This design comes from an exercise in tuning for small area, a short achievable clock period and few clock cycles on the open sky130 flow, not from production work.
Only simulation tests tie the RTL to the original design; equivalence was not proved.

// aesTop
module aesTop (
	input logic clock,
	input logic reset,
	input logic start,
	input aesTypesPkg::aesBlock plainText,
	input aesTypesPkg::aesBlock key,
	output aesTypesPkg::aesBlock cipherText,
	output logic done
);
For scale: ~4000 cells after synthesis, ~390 I/O pins.
==> flow/config.mk <==
export PLATFORM = sky130hd
export DESIGN_NAME = aesTop
export DESIGN_NICKNAME = aesTop
export VERILOG_FILES = /design/flow/design.v
export SDC_FILE = /design/flow/constraint.sdc
export NUM_CORES = 4
export LEC_CHECK = 0
export CAP_MARGIN = 20
export CORE_MARGIN = 2
export CORE_UTILIZATION = 40
export CTS_CLUSTER_DIAMETER = 100
export CTS_CLUSTER_SIZE = 20
export SLEW_MARGIN = 20
==> flow/constraint.sdc <==
create_clock -name core_clock -period 25.0 [get_ports {clock}]
set_input_delay 5.0000 -clock core_clock [delete_from_list [all_inputs] [get_ports {clock}]]
set_output_delay 5.0000 -clock core_clock [all_outputs]
set_load 0.01 [all_outputs]
standard.sh (not shown) runs the stock make flow with config.mk's settings and CLKGATE_MAP_FILE= SYNTH_SCRIPT=/design/flow/synth_recipe.tcl, a recipe that flattens the netlist after the stock synthesis.
==> flow/flow/run.sh <==
#!/bin/bash
# Own layout flow: the standard layout (standard.sh) with these changes.
#  1. Synthesis maps the logic with flow/abc_map.script (see flow/synth.tcl).
#  2. ORFS's repair_timing steps aim for a setup margin of SETUP_MARGIN ns, so
#     that the layout reaches a shorter period than the 25 ns it is built for.
#  3. Ports are buffered with PORT_BUF instead of ORFS's default delay cell.
#  4. Yosys does not extract half/full adders (ADDER_MAP_FILE empty), which
#     here only break up the XOR logic that ABC maps better on its own.
# make's output goes to layout.log; each ORFS step keeps its own log under
# orfs/logs/.
set -euo pipefail
W=$(pwd)
SETUP_MARGIN=${SETUP_MARGIN:-18.4}
PORT_BUF=${PORT_BUF:-sky130_fd_sc_hd__buf_1}
bash standard.sh SYNTH_SCRIPT="$W/flow/synth.tcl" SETUP_SLACK_MARGIN=$SETUP_MARGIN \
  BUFFER_PORTS_ARGS="-buffer_cell $PORT_BUF" ADDER_MAP_FILE= finish > "$W/layout.log" 2>&1
==> flow/flow/abc_map.script <==
strash
&get -n
&st
&dch
&nf -R 50
&put
==> flow/flow/synth.tcl <==
set my_abc_script [file join [file dirname [info script]] abc_map.script]
proc synth {args} { yosys synth -nofsm -noshare {*}$args }
proc abc {args} {
  global my_abc_script
  set i [lsearch -exact $args -script]
  if {$i >= 0} { set args [lreplace $args [expr {$i + 1}] [expr {$i + 1}] $my_abc_script] }
  yosys abc {*}$args
}
source $::env(SCRIPTS_DIR)/synth.tcl
# left out here: clear keep_hierarchy, flatten, clean up, hide names made inside functions, write 1_2_yosys.v
The first run went through all stages and came out clean.
Testbench counts at the start, summed over its fixed seeds: cycles 26,400.
Next try:
==> flow/flow/run.sh (replaced) <==
#!/bin/bash
# Own layout flow: the standard layout (standard.sh) with these changes.
#  1. Synthesis maps the logic with flow/abc_map.script (see flow/synth.tcl).
#  2. ORFS's repair_timing steps aim for a setup margin of SETUP_MARGIN ns, so
#     that the layout reaches a shorter period than the 25 ns it is built for.
#  3. Ports are buffered with PORT_BUF instead of ORFS's default delay cell.
# make's output goes to layout.log; each ORFS step keeps its own log under
# orfs/logs/.
set -euo pipefail
W=$(pwd)
SETUP_MARGIN=${SETUP_MARGIN:-18.2}
PORT_BUF=${PORT_BUF:-sky130_fd_sc_hd__buf_1}
bash standard.sh SYNTH_SCRIPT="$W/flow/synth.tcl" SETUP_SLACK_MARGIN=$SETUP_MARGIN \
  BUFFER_PORTS_ARGS="-buffer_cell $PORT_BUF" finish > "$W/layout.log" 2>&1
--- a/flow/config.mk
+++ b/flow/config.mk
@@ -9,5 +9,3 @@
 export CORE_MARGIN = 2
 export CORE_UTILIZATION = 40
-export CTS_CLUSTER_DIAMETER = 100
-export CTS_CLUSTER_SIZE = 20
 export SLEW_MARGIN = 20
After rerunning:
- The new run went through all stages and came out clean
- worst setup slack is worse by 0.082 ns
- utilization went up by 0.54 points
- area after synthesis went up by about 1.6%
Next try:
--- a/flow/flow/run.sh
+++ b/flow/flow/run.sh
@@ -5,10 +5,12 @@
 #     that the layout reaches a shorter period than the 25 ns it is built for.
 #  3. Ports are buffered with PORT_BUF instead of ORFS's default delay cell.
+#  4. Yosys does not extract half/full adders (ADDER_MAP_FILE empty), which
+#     here only break up the XOR logic that ABC maps better on its own.
 # make's output goes to layout.log; each ORFS step keeps its own log under
 # orfs/logs/.
 set -euo pipefail
 W=$(pwd)
-SETUP_MARGIN=${SETUP_MARGIN:-18.2}
+SETUP_MARGIN=${SETUP_MARGIN:-18.5}
 PORT_BUF=${PORT_BUF:-sky130_fd_sc_hd__buf_1}
 bash standard.sh SYNTH_SCRIPT="$W/flow/synth.tcl" SETUP_SLACK_MARGIN=$SETUP_MARGIN \
-  BUFFER_PORTS_ARGS="-buffer_cell $PORT_BUF" finish > "$W/layout.log" 2>&1
+  BUFFER_PORTS_ARGS="-buffer_cell $PORT_BUF" ADDER_MAP_FILE= SETUP_MOVE_SEQUENCE=unbuffer,sizeup,swap finish > "$W/layout.log" 2>&1
==> flow/flow/abc_map.script (replaced) <==
strash
&get -n
&st
&dch
&nf -R 50
&st
&dch
&nf -R 50
&st
&dch
&nf -R 50
&put
--- a/flow/config.mk
+++ b/flow/config.mk
@@ -9,3 +9,5 @@
 export CORE_MARGIN = 2
 export CORE_UTILIZATION = 40
+export CTS_CLUSTER_DIAMETER = 100
+export CTS_CLUSTER_SIZE = 20
 export SLEW_MARGIN = 20
The changed run produced a clean layout.
Routed wire length stays flat.
Via count climbs by a few percent.
Synthesized cell count climbs by a few percent.


aesTop, a different RTL version from the one above (not shown whole).
Size in the first run: ~4200 cells after synthesis, roughly 260 flip-flops, about 390 I/O pins, about 36000 um2 of cells after synthesis.
export LEC_CHECK = 0
export CAP_MARGIN = 20
export CORE_MARGIN = 2
export CORE_UTILIZATION = 40
export SLEW_MARGIN = 20
create_clock -name core_clock -period 25.0 [get_ports {clock}]
==> flow/flow/run.sh <==
#!/bin/bash
# Own layout flow: the standard layout (standard.sh) with these changes.
#  1. Synthesis maps the logic with flow/abc_map.script (see flow/synth.tcl).
#  2. ORFS's repair_timing steps aim for a setup margin of SETUP_MARGIN ns, so
#     that the layout reaches a shorter period than the 25 ns it is built for.
#  3. Ports are buffered with PORT_BUF instead of ORFS's default delay cell.
# make's output goes to layout.log; each ORFS step keeps its own log under
# orfs/logs/.
set -euo pipefail
W=$(pwd)
SETUP_MARGIN=${SETUP_MARGIN:-18.0}
PORT_BUF=${PORT_BUF:-sky130_fd_sc_hd__buf_1}
bash standard.sh SYNTH_SCRIPT="$W/flow/synth.tcl" SETUP_SLACK_MARGIN=$SETUP_MARGIN \
  BUFFER_PORTS_ARGS="-buffer_cell $PORT_BUF" finish > "$W/layout.log" 2>&1
==> flow/flow/abc_map.script <==
strash
&get -n
&st
&dch
&nf -R 50
&put
topo
stime -c
buffer -c
upsize -c
dnsize -c
Scripts as last shown in full above: flow/flow/synth.tcl
The baseline went through all stages and came out clean.
Testbench counts at the start, summed over its fixed seeds: cycles 26,400.
==> next run, changes <==
==> flow/flow/run.sh (replaced) <==
#!/bin/bash
# Own layout flow: the standard layout (standard.sh) with two changes.
#  1. Synthesis maps the logic with flow/abc_map.script (see flow/synth.tcl).
#  2. ORFS's repair_timing steps aim for a setup margin of SETUP_MARGIN ns, so
#     that the layout reaches a shorter period than the 25 ns it is built for.
# make's output goes to layout.log; each ORFS step keeps its own log under
# orfs/logs/.
set -euo pipefail
W=$(pwd)
SETUP_MARGIN=${SETUP_MARGIN:-18}
bash standard.sh SYNTH_SCRIPT="$W/flow/synth.tcl" SETUP_SLACK_MARGIN=$SETUP_MARGIN finish > "$W/layout.log" 2>&1
==> flow/flow/abc_map.script (replaced) <==
strash
&get -n
&st
&dch
&nf
&put
topo
stime -c
buffer -c
upsize -c
dnsize -c
Settings changed: CORE_UTILIZATION 40 to 30.
After rerunning: The changed run ran to the end with no violations; non-clock buffer count is unchanged; utilization fell by 9.3 points; final cell count is higher by 6.7%; via count goes up by 6.9%; cell area went up by 13%; worst hold slack improved by 0.034 ns.
==> next run, changes <==
--- a/flow/flow/run.sh
+++ b/flow/flow/run.sh
@@ -2 +2 @@
-# Own layout flow: the standard layout (standard.sh) with two changes.
+# Own layout flow: the standard layout (standard.sh) with these changes.
@@ -5,0 +6 @@
+#  3. Ports are buffered with PORT_BUF instead of ORFS's default delay cell.
@@ -10,2 +11,4 @@
-SETUP_MARGIN=${SETUP_MARGIN:-18}
-bash standard.sh SYNTH_SCRIPT="$W/flow/synth.tcl" SETUP_SLACK_MARGIN=$SETUP_MARGIN finish > "$W/layout.log" 2>&1
+SETUP_MARGIN=${SETUP_MARGIN:-18.3}
+PORT_BUF=${PORT_BUF:-sky130_fd_sc_hd__buf_2}
+bash standard.sh SYNTH_SCRIPT="$W/flow/synth.tcl" SETUP_SLACK_MARGIN=$SETUP_MARGIN \
+  BUFFER_PORTS_ARGS="-buffer_cell $PORT_BUF" finish > "$W/layout.log" 2>&1
Settings changed: CORE_UTILIZATION 30 to 40.
Result: Synthesized area is unchanged. Die area drops by a quarter to a third. Sequential share of layout area is higher by 0.63 points. Non-clock buffer count goes up by 18. Worst setup slack gets better by 0.45 ns. Register-to-register slack improves by 0.20 ns. Wire length falls by a little under a tenth. Fmax rose by a few percent.


RTL: one of the versions met above, not the one the previous note started from.
Size: about 260 flip-flops, roughly 390 I/O pins, roughly 33000 um2 of cells after synthesis.
clock: 25.0 ns
lec_check: 0
cap_margin: 0
core_margin: 2
core_utilization: 40
cts_cluster_diameter: 100
cts_cluster_size: 20
slew_margin: 0
==> flow/flow/run.sh <==
#!/bin/bash
# Own layout flow: the standard layout (standard.sh) with these changes.
#  1. Synthesis maps the logic with flow/abc_map.script (see flow/synth.tcl).
#  2. ORFS's repair_timing steps aim for a setup margin of SETUP_MARGIN ns, so
#     that the layout reaches a shorter period than the 25 ns it is built for.
#  3. Ports are buffered with PORT_BUF instead of ORFS's default delay cell.
#  4. Yosys does not extract half/full adders (ADDER_MAP_FILE empty), which
#     here only break up the XOR logic that ABC maps better on its own.
# make's output goes to layout.log; each ORFS step keeps its own log under
# orfs/logs/.
set -euo pipefail
W=$(pwd)
SETUP_MARGIN=${SETUP_MARGIN:-18.4}
PORT_BUF=${PORT_BUF:-sky130_fd_sc_hd__buf_1}
bash standard.sh SYNTH_SCRIPT="$W/flow/synth.tcl" SETUP_SLACK_MARGIN=$SETUP_MARGIN \
  BUFFER_PORTS_ARGS="-buffer_cell $PORT_BUF" ADDER_MAP_FILE= finish > "$W/layout.log" 2>&1
==> flow/flow/abc_map.script <==
strash
&get -n
&st
&dch
&nf -R 50
&st
&dch
&nf -R 50
&st
&dch
&nf -R 50
&put
Scripts as last shown in full above: flow/flow/synth.tcl
Testbench counts at the start, summed over its fixed seeds: cycles 26,400.
Change:
--- a/flow/flow/run.sh
+++ b/flow/flow/run.sh
@@ -7,2 +6,0 @@
-#  4. Yosys does not extract half/full adders (ADDER_MAP_FILE empty), which
-#     here only break up the XOR logic that ABC maps better on its own.
@@ -13 +11 @@
-SETUP_MARGIN=${SETUP_MARGIN:-18.4}
+SETUP_MARGIN=${SETUP_MARGIN:-18.6}
@@ -16 +14 @@
-  BUFFER_PORTS_ARGS="-buffer_cell $PORT_BUF" ADDER_MAP_FILE= finish > "$W/layout.log" 2>&1
+  BUFFER_PORTS_ARGS="-buffer_cell $PORT_BUF" finish > "$W/layout.log" 2>&1
==> flow/flow/abc_map.script (replaced) <==
strash
&get -n
&st
&dch
&nf -R 50
&put
--- a/flow/config.mk
+++ b/flow/config.mk
@@ -8 +8 @@
-export CAP_MARGIN = 0
+export CAP_MARGIN = 20
@@ -11,3 +11 @@
-export CTS_CLUSTER_DIAMETER = 100
-export CTS_CLUSTER_SIZE = 20
-export SLEW_MARGIN = 0
+export SLEW_MARGIN = 20
Effect: Non-clock buffer count climbs by 103. Maximum frequency climbs by 0.59%. Global-route usage shrinks by 0.30 points. Core utilization is higher by 4.1 points. Design area increases by 10%. Setup slack improved by 38 ps. Cell count hardly moves.
Change:
--- a/flow/flow/run.sh
+++ b/flow/flow/run.sh
@@ -6,0 +7,2 @@
+#  4. Yosys does not extract half/full adders (ADDER_MAP_FILE empty), which
+#     here only break up the XOR logic that ABC maps better on its own.
@@ -11 +13 @@
-SETUP_MARGIN=${SETUP_MARGIN:-18.6}
+SETUP_MARGIN=${SETUP_MARGIN:-18.4}
@@ -14 +16 @@
-  BUFFER_PORTS_ARGS="-buffer_cell $PORT_BUF" finish > "$W/layout.log" 2>&1
+  BUFFER_PORTS_ARGS="-buffer_cell $PORT_BUF" ADDER_MAP_FILE= finish > "$W/layout.log" 2>&1
==> flow/flow/abc_map.script (replaced) <==
strash
&get -n
&st
&dch
&nf -R 50
&st
&dch
&nf -R 50
&st
&dch
&nf -R 50
&put
--- a/flow/config.mk
+++ b/flow/config.mk
@@ -10,0 +11,2 @@
+export CTS_CLUSTER_DIAMETER = 100
+export CTS_CLUSTER_SIZE = 24
What happened: The changed run finished with timing, DRC and antenna clean; count of clock-buffer cells in the layout decreases by 28; worst setup slack degrades by 52 ps; non-clock buffer count drops by 103; final area came out lower by 9.5%; first-iteration DRC count grows by 7.9%; utilization came out lower by 4.1 points; flip-flop and latch count does not change; hold slack improves by 8.6 ps.
Change:
--- a/flow/config.mk
+++ b/flow/config.mk
@@ -12 +12,2 @@
-export CTS_CLUSTER_SIZE = 24
+export CTS_CLUSTER_SIZE = 20
+export GPL_ROUTABILITY_DRIVEN = 0
Effect: Worst setup slack is better by 43 ps; area after synthesis does not change; count of clock-buffer cells in the layout increases by 8; global-route usage decreases by 0.21 points; cell count is about the same; via count increases by 0.86%.
Change:
--- a/flow/flow/run.sh
+++ b/flow/flow/run.sh
@@ -7,2 +6,0 @@
-#  4. Yosys does not extract half/full adders (ADDER_MAP_FILE empty), which
-#     here only break up the XOR logic that ABC maps better on its own.
@@ -16 +14 @@
-  BUFFER_PORTS_ARGS="-buffer_cell $PORT_BUF" ADDER_MAP_FILE= finish > "$W/layout.log" 2>&1
+  BUFFER_PORTS_ARGS="-buffer_cell $PORT_BUF" finish > "$W/layout.log" 2>&1
==> flow/flow/abc_map.script (replaced) <==
strash
&get -n
&st
&dch
&nf -R 50
&put
--- a/flow/config.mk
+++ b/flow/config.mk
@@ -11,3 +10,0 @@
-export CTS_CLUSTER_DIAMETER = 100
-export CTS_CLUSTER_SIZE = 20
-export GPL_ROUTABILITY_DRIVEN = 0
The new run ran to the end with no violations. Final cell count is lower by 0.83%. Setup slack degrades by 65 ps. Clock-buffer cell count is higher by 13.
Change:
--- a/flow/flow/run.sh
+++ b/flow/flow/run.sh
@@ -6,0 +7,2 @@
+#  4. Yosys does not extract half/full adders (ADDER_MAP_FILE empty), which
+#     here only break up the XOR logic that ABC maps better on its own.
@@ -14 +16 @@
-  BUFFER_PORTS_ARGS="-buffer_cell $PORT_BUF" finish > "$W/layout.log" 2>&1
+  BUFFER_PORTS_ARGS="-buffer_cell $PORT_BUF" ADDER_MAP_FILE= finish > "$W/layout.log" 2>&1
==> flow/flow/abc_map.script (replaced) <==
strash
&get -n
&st
&dch
&nf -R 50
&st
&dch
&nf -R 50
&put
--- a/flow/config.mk
+++ b/flow/config.mk
@@ -10,0 +11,3 @@
+export CTS_CLUSTER_DIAMETER = 100
+export CTS_CLUSTER_SIZE = 20
+export PLACE_DENSITY = 0.75
What happened: Synthesized cell count rose by 2.6%; final cell count came out higher by 0.55%; routed wire length went down by 1.2%; via count rises by 5.2%; global-route usage falls by 0.11 points.


aesTop again, from the RTL that the note above started with.
Settings: LEC_CHECK=0, CAP_MARGIN=20, CORE_MARGIN=2, CORE_UTILIZATION=40, CTS_CLUSTER_DIAMETER=100, CTS_CLUSTER_SIZE=20, SLEW_MARGIN=20; clock period 25.0 ns.
==> flow/flow/run.sh <==
#!/bin/bash
# Own layout flow: the standard layout (standard.sh) with these changes.
#  1. Synthesis maps the logic with flow/abc_map.script (see flow/synth.tcl).
#  2. ORFS's repair_timing steps aim for a setup margin of SETUP_MARGIN ns, so
#     that the layout reaches a shorter period than the 25 ns it is built for.
#  3. Ports are buffered with PORT_BUF instead of ORFS's default delay cell.
# make's output goes to layout.log; each ORFS step keeps its own log under
# orfs/logs/.
set -euo pipefail
W=$(pwd)
SETUP_MARGIN=${SETUP_MARGIN:-18.4}
PORT_BUF=${PORT_BUF:-sky130_fd_sc_hd__buf_1}
bash standard.sh SYNTH_SCRIPT="$W/flow/synth.tcl" SETUP_SLACK_MARGIN=$SETUP_MARGIN \
  BUFFER_PORTS_ARGS="-buffer_cell $PORT_BUF" finish > "$W/layout.log" 2>&1
==> flow/flow/abc_map.script <==
strash
&get -n
&st
&dch
&nf -R 50
&put
Scripts as last shown in full above: flow/flow/synth.tcl
Testbench counts at the start, summed over its fixed seeds: cycles 26,400.
==> next run, changes <==
--- a/flow/flow/run.sh
+++ b/flow/flow/run.sh
@@ -6,2 +6,4 @@
 #  3. Ports are buffered with PORT_BUF instead of ORFS's default delay cell.
+#  4. Yosys does not extract half/full adders (ADDER_MAP_FILE empty), which
+#     here only break up the XOR logic that ABC maps better on its own.
 # make's output goes to layout.log; each ORFS step keeps its own log under
@@ -13,2 +15,2 @@
 bash standard.sh SYNTH_SCRIPT="$W/flow/synth.tcl" SETUP_SLACK_MARGIN=$SETUP_MARGIN \
-  BUFFER_PORTS_ARGS="-buffer_cell $PORT_BUF" finish > "$W/layout.log" 2>&1
+  BUFFER_PORTS_ARGS="-buffer_cell $PORT_BUF" ADDER_MAP_FILE= finish > "$W/layout.log" 2>&1
==> flow/flow/abc_map.script (replaced) <==
strash
&get -n
&st
&dch
&nf -R 50
&st
&dch
&nf -R 50
&put
The changed run completed without violations.
Clock skew decreases by 0.0038 ns.
Routed wire length decreases by 1.9%.
Setup slack gets better by 0.019 ns.
Global-route usage decreases by 0.12 points.
==> next run, changes <==
--- a/flow/flow/run.sh
+++ b/flow/flow/run.sh
@@ -12,5 +12,5 @@
 W=$(pwd)
-SETUP_MARGIN=${SETUP_MARGIN:-18.4}
+SETUP_MARGIN=${SETUP_MARGIN:-18.8}
 PORT_BUF=${PORT_BUF:-sky130_fd_sc_hd__buf_1}
 bash standard.sh SYNTH_SCRIPT="$W/flow/synth.tcl" SETUP_SLACK_MARGIN=$SETUP_MARGIN \
-  BUFFER_PORTS_ARGS="-buffer_cell $PORT_BUF" ADDER_MAP_FILE= finish > "$W/layout.log" 2>&1
+  BUFFER_PORTS_ARGS="-buffer_cell $PORT_BUF" ADDER_MAP_FILE= SETUP_MOVE_SEQUENCE=unbuffer,sizeup,swap finish > "$W/layout.log" 2>&1
==> flow/flow/abc_map.script (replaced) <==
strash
&get -n
&st
&dch
&nf -R 50
&st
&dch
&nf -R 50
&st
&dch
&nf -R 50
&put
Effect: First-iteration DRC count is higher by about a fifth; via count went up by a few percent; final cell count came out higher slightly; synthesized area hardly moves; routed wire length goes up by a few percent; global-route usage came out higher by 0.85 points; non-clock buffer count is lower by 2; die area stays flat.
==> next run, changes <==
--- a/flow/flow/run.sh
+++ b/flow/flow/run.sh
@@ -12,5 +12,5 @@
 W=$(pwd)
-SETUP_MARGIN=${SETUP_MARGIN:-18.8}
+SETUP_MARGIN=${SETUP_MARGIN:-18.4}
 PORT_BUF=${PORT_BUF:-sky130_fd_sc_hd__buf_1}
 bash standard.sh SYNTH_SCRIPT="$W/flow/synth.tcl" SETUP_SLACK_MARGIN=$SETUP_MARGIN \
-  BUFFER_PORTS_ARGS="-buffer_cell $PORT_BUF" ADDER_MAP_FILE= SETUP_MOVE_SEQUENCE=unbuffer,sizeup,swap finish > "$W/layout.log" 2>&1
+  BUFFER_PORTS_ARGS="-buffer_cell $PORT_BUF" ADDER_MAP_FILE= finish > "$W/layout.log" 2>&1
After rerunning:
- register-to-register slack got worse by 0.11 ns
- setup slack improved by 0.032 ns

-- afterwards: timing with drivers on the ports --
The results above use ideal ports. As a check the final layouts listed here were re-extracted and re-timed, cells and wires unchanged. Step 1: set_driving_cell puts a clkbuf_16 on clock and a buf_2 on each other input, an assumption about the parent block. Step 2 moves the port delays by t, midway between the first and last clock arrival at a register: inputs arrive t later, outputs are due t later. That takes back most of the time a late clock gives input paths. Slacks: ideal ports / drivers / drivers and shift; pairs: ideal ports / drivers.
| run | shift t [ns] | setup slack, ns | worst data-port slew with drivers (ns) |
|---|---|---|---|
| the first run of note 1 | 0.607 | 18.443 / 18.375 / 18.168 | 0.08 |
| the second run of note 1 | 0.615 | 18.361 / 18.404 / 17.791 | 0.14 |
| the third run of note 1 | 0.609 | 18.462 / 18.394 / 18.486 | 0.10 |
| the first run of note 2 | 0.657 | 18.249 / 18.264 / 17.633 | 0.13 |
| the second run of note 2 | 0.611 | 18.014 / 17.950 / 17.567 | 0.10 |
| the third run of note 2 | 0.658 | 18.460 / 18.393 / 17.958 | 0.13 |
| the first run of note 3 | 0.582 | 18.543 / 18.482 / 18.172 | 0.12 |
| the second run of note 3 | 0.619 | 18.581 / 18.516 / 18.500 | 0.17 |
| the third run of note 3 | 0.599 | 18.529 / 18.463 / 18.150 | 0.11 |
| the fourth run of note 3 | 0.599 | 18.572 / 18.509 / 18.029 | 0.12 |
| the fifth run of note 3 | 0.618 | 18.508 / 18.526 / 17.938 | 0.14 |
| the sixth run of note 3 | 0.603 | 18.535 / 18.473 / 18.038 | 0.10 |
| the first run of note 4 | 0.619 | 18.502 / 18.435 / 17.962 | 0.14 |
| the second run of note 4 | 0.600 | 18.521 / 18.457 / 18.039 | 0.09 |
| the third run of note 4 | 0.603 | 18.511 / 18.449 / 18.537 | 0.11 |
| the fourth run of note 4 | 0.582 | 18.543 / 18.482 / 18.172 | 0.12 |
After both steps every run listed still meets setup and hold. For the first run of note 2, which loses most, drivers alone change the setup slack by +0.015 ns; drivers and shift together by -0.616 ns.
